Context: an optimization exercise on an open-source flow, tuned for small area, a short achievable clock period and few clock cycles. The choices shown serve that exercise and are no tape-out recipe.
Function was checked by simulation only, so behaviour that the tests miss may differ from the original.
Power and IR drop assume default switching activity.

==> inputs of branch pepper <==
## block_matmul
module block_matmul (
    input  logic                    clk_i,
    input  logic                    rstn_i,
    input  logic                    a_wr_en_i,
    input  logic [15:0]             a_wr_data_i,
    input  logic                    b_wr_en_i,
    input  logic [15:0]             b_wr_data_i,
    input  logic                    clear_i,
    output logic                    a_full_o,
    output logic                    b_full_o,
    input  logic                    start_i,
    output logic                    busy_o,
    output logic                    done_o,
    input  logic [3:0]              c_rd_addr_i,
    output logic [39:0]             c_rd_data_o
);
Settings: LEC_CHECK=0, CAP_MARGIN=20, CORE_MARGIN=2, CORE_UTILIZATION=40, SETUP_SLACK_MARGIN=5, SLEW_MARGIN=20; clock period 12.0 ns.
standard.sh (not shown) runs the stock make flow with config.mk's settings and CLKGATE_MAP_FILE= SYNTH_SCRIPT=/design/flow/synth_recipe.tcl, a recipe that flattens the netlist after the stock synthesis.
==> flow/flow/run.sh <==
#!/bin/bash
# Standard layout flow, with Yosys's early ABC pass skipped so that the
# carry-save tree's full adders are extracted without polarity inverters.
cp standard.sh standard_sh_copy.log
export SYNTH_ARGS="-noabc"
bash standard.sh > standard.log 2>&1
==> branch fjord: changes against branch pepper <==
==> flow/run.sh (new file) <==
#!/bin/bash
# synth_recipe.tcl (not shown) runs the flow's synth.tcl, then flattens the netlist and writes it again
# the make line also repeats each setting of config.mk as NAME=value (left out here)
make -C /OpenROAD-flow-scripts/flow DESIGN_CONFIG=/design/flow/config.mk WORK_HOME=/design/flow/orfs CLKGATE_MAP_FILE= SYNTH_SCRIPT=/design/flow/synth_recipe.tcl finish
Settings changed: SETUP_SLACK_MARGIN 5 to unset.
removed: flow/flow/run.sh
removed: flow/standard.sh
==> results.txt <==
quantity	branch pepper	branch fjord
Status	timing/DRC/antenna clean	timing/DRC/antenna clean
Arrival time of the worst setup path	4.61 ns	8.96 ns
Sequential fraction of the synthesis area	52.90%	49.80%
Internal power summed over all cells	0.01404 W	0.01321 W
Buf/Inv on CP	1	4
Netlist area before placement	63490 µm²	67440 µm²
Count of placed standard cells including taps	6243	7279
CTS-repair resized insts	92	0
Power consumed by the clock network	0.00397 W	0.00357 W
Area enclosed by the die boundary	161900 µm²	171900 µm²
Final min period	7.011 ns	8.320 ns
Final setup skew	0.05412 ns	0.05439 ns
Via count	36167	40020
Core area	158000 µm²	167200 µm²
Startpoint type of the worst setup path	flip-flop	primary input
Part of the total power dissipated in combinational logic	62.4%	62.9%
Non-clk bufs	244	212
Layout cell share with drive strength beyond 1	13.58%	10.22%
Post-layout worst setup margin	4.989 ns	3.680 ns
Length of routed met2 wiring	77840 µm	92630 µm
Hold Path Sink	b_store.snap_q[0][12]	a_store.mem_q[5][1]
Total routed wire length on the met1 layer	69050 µm	86180 µm
H-Tree Depth	4	3
Fraction of met1 tracks used by global routing	29.47%	33.59%
Testbench counts of branch pepper, summed over its fixed seeds: cycles 2,440.
Testbench counts of branch fjord, summed over its fixed seeds: cycles 2,440.

========
==> v27 <==
Starting RTL as in the previous note.
// block_matmul
module block_matmul (
    input  logic                    clk_i,
    input  logic                    rstn_i,
    input  logic                    a_wr_en_i,
    input  logic [15:0]             a_wr_data_i,
    input  logic                    b_wr_en_i,
    input  logic [15:0]             b_wr_data_i,
    input  logic                    clear_i,
    output logic                    a_full_o,
    output logic                    b_full_o,
    input  logic                    start_i,
    output logic                    busy_o,
    output logic                    done_o,
    input  logic [3:0]              c_rd_addr_i,
    output logic [39:0]             c_rd_data_o
);
export LEC_CHECK = 0
export CAP_MARGIN = 20
export CORE_MARGIN = 2
export CORE_UTILIZATION = 40
export SLEW_MARGIN = 20
create_clock -name core_clock -period 12.0 [get_ports {clk_i}]
==> flow/flow/run.sh <==
#!/bin/bash
cp standard.sh standard_sh_copy.log
export SYNTH_ARGS="-noabc"
bash standard.sh SETUP_SLACK_MARGIN=6.5 finish > standard.log 2>&1
==> v32 (differences from v27) <==
==> flow/run.sh (new file) <==
#!/bin/bash
# synth_recipe.tcl (not shown) runs the flow's synth.tcl, then flattens the netlist and writes it again
# the make line also repeats each setting of config.mk as NAME=value (left out here)
make -C /OpenROAD-flow-scripts/flow DESIGN_CONFIG=/design/flow/config.mk WORK_HOME=/design/flow/orfs CLKGATE_MAP_FILE= SYNTH_SCRIPT=/design/flow/synth_recipe.tcl finish
Settings changed: CORE_UTILIZATION 40 to 55, CTS_BUF_LIST set to sky130_fd_sc_hd__clkbuf_4 sky130_fd_sc_hd__clkbuf_8, CTS_CLUSTER_SIZE set to 20, SETUP_SLACK_MARGIN set to 5.
removed: flow/flow/run.sh
removed: flow/standard.sh
==> results.txt <==
Of v32 and v27, v27 has the higher register-to-register slack (gap 0.42 ns). In v32 the total power is lower than in v27, by about 7%. Cell count: v27 is smaller than v32 (about 3.2%). Die area: v27 is larger than v32 (29%). Synthesized cell count: v27 is smaller than v32 (17%). Against v32, the setup slack of v27 is better by 0.40 ns. Wire length: v32 is larger than v27 (about 7%). Against v27, the clock-buffer cell count of v32 is higher by 113. Sequential power is about the same in v32 and v27. Of v32 and v27, v32 has the higher clock skew (gap 0.0013 ns). Of v27 and v32, v27 has the higher critical path depth (gap 3).
==> figures <==
item                                                                            v32         v27
Result of the run                                          timing/DRC/antenna clean  timing/DRC/antenna clean
Vias in the first global route                                                42900       41500
Worst-path fanout max                                                             5           3
Share of total power in combinational logic                                   64.9%       66.4%
Number of distinct standard cells referenced by the synthesized netlist          66          52
Leading cell type by number of instances after synthesis                   edfxtp_1      nor2_1
Highest attainable clock frequency                                          141 MHz     150 MHz
Share of cells above drive strength 1                                         15.7%       31.3%
Proportion of cell area occupied by multi-input gates                         40.5%       40.1%
Met2 track demand over resource                                               50.1%       36.4%
Area taken by multi-input logic gates                                    0.0311 mm2  0.0324 mm2
Clock buffers and inverters, area share                                       4.78%       4.62%
Final non-filler cell total                                                    7138        6910
Routed length on met3                                                       26.2 mm     28.4 mm
Depth of the most critical reg-to-reg path                                       14          11
Filler cells                                                                   9368       12700
Met1 wire length                                                            86.9 mm     75.4 mm
Wire length of the first global-routing pass                                 309 mm      295 mm
Maximum number of pins on one net before global-route repair                    185         175
Inserted Clock Buffers                                                          182         117
Ratio of layout area to synthesized area                                     1.138x      1.274x
HPWL after detailed placement                                                156 mm      118 mm
Clock group                                                                 3.34 mW     3.56 mW
Testbench counts of v27, summed over its fixed seeds: cycles 2,440.
Testbench counts of v32, summed over its fixed seeds: cycles 2,440.

========
==> inputs of sierra <==
Another version of the RTL of block_matmul (not shown whole).
clock: 12.0 ns
lec_check: 0
abc_area: 1
cap_margin: 20
core_margin: 2
core_utilization: 55
cts_buf_list: sky130_fd_sc_hd__clkbuf_8 sky130_fd_sc_hd__clkbuf_16
cts_cluster_diameter: 100
cts_cluster_size: 25
setup_slack_margin: 5
slew_margin: 20
==> flow/flow/run.sh <==
#!/bin/bash
# The standard layout flow (standard.sh), with one change to how the
# netlist is made: Yosys's early ABC pass inside synth is skipped
# (SYNTH_ARGS=-noabc), so that the carry-save tree's full adders are
# extracted as written, without polarity inverters between them. The
# registers and their names are the same as the standard synthesis's.
cp standard.sh standard_sh_copy.log
export SYNTH_ARGS="-noabc"
bash standard.sh finish > standard.log 2>&1
==> inputs of raven, as changes to sierra <==
==> flow/run.sh (new file) <==
#!/bin/bash
# synth_recipe.tcl (not shown) runs the flow's synth.tcl, then flattens the netlist and writes it again
# the make line also repeats each setting of config.mk as NAME=value (left out here)
make -C /OpenROAD-flow-scripts/flow DESIGN_CONFIG=/design/flow/config.mk WORK_HOME=/design/flow/orfs CLKGATE_MAP_FILE= SYNTH_SCRIPT=/design/flow/synth_recipe.tcl finish
removed: flow/flow/run.sh
removed: flow/standard.sh
==> comparison table <==
Post-synthesis cell count: sierra 4,575; raven 5,542
Power density cells: sierra 289 nW/um^2; raven 281 nW/um^2
Share of power burned in registers: sierra 24.5%; raven 23.0%
Max-slew headroom at the worst pin: sierra 26.4%; raven 15.7%
Switching Power: sierra 8.84 mW; raven 10.0 mW
Worst Setup SP: sierra c_rd_addr_i[2]; raven c_rd_addr_i[3]
Die outline height: sierra 345 microns; raven 356 microns
Mean area per synthesized cell: sierra 14.0 sq um; raven 12.3 sq um
Violation count after the first detailed-routing iteration: sierra 4,642; raven 4,970
Post-CTS repair timing setup buffer count: sierra 0; raven 113
Initial core utilization: sierra 55.7%; raven 55.3%
Total global-route track usage: sierra 32.0%; raven 35.6%
Power share of the clock group: sierra 10.6%; raven 10.3%
Most common library cell in the layout ignoring fill and taps: sierra nor2_1; raven nand2_1
Fraction of synthesized cell area in xor and xnor cells: sierra 0.206%; raven 0.218%
Status: sierra finished clean; raven finished clean
Testbench counts of sierra, summed over its fixed seeds: cycles 2,440.
Testbench counts of raven, summed over its fixed seeds: cycles 2,440.

==> separate check: timing with driven ports <==
In the flow no input, the clock included, has a driving cell. The finished layouts below were timed again as built, in two steps. Step 1 (the two cells are an assumption about what drives the block):
set clk [get_ports {clk_i}]
set_driving_cell -lib_cell sky130_fd_sc_hd__clkbuf_16 $clk
set_driving_cell -lib_cell sky130_fd_sc_hd__buf_2 [delete_from_list [all_inputs] $clk]
Step 2 also shifts input and output timing later by t, the mid clock arrival at the registers, as if the neighbouring blocks saw the same clock. Slacks: ideal ports / drivers / drivers and shift; pairs: ideal ports / drivers.
run | t (ns) | setup WS [ns] | worst setup path at the end | clock arrival spread, ns
branch pepper | 0.845 | 4.989 / 4.900 / 4.109 | input to register | 0.055 / 0.055
branch fjord | 0.823 | 3.680 / 3.729 / 2.906 | input to register | 0.056 / 0.056
v27 | 0.821 | 5.318 / 5.116 / 4.296 | input to register | 0.063 / 0.063
v32 | 0.963 | 4.919 / 4.847 / 3.926 | input to register | 0.058 / 0.059
sierra | 0.757 | 5.051 / 5.037 / 4.280 | input to register | 0.063 / 0.064
raven | 0.769 | 5.018 / 4.956 / 4.187 | input to register | 0.040 / 0.040
After both steps every run listed still meets setup and hold. For v27, which loses most, drivers alone change the setup slack by -0.202 ns; drivers and shift together by -1.022 ns.
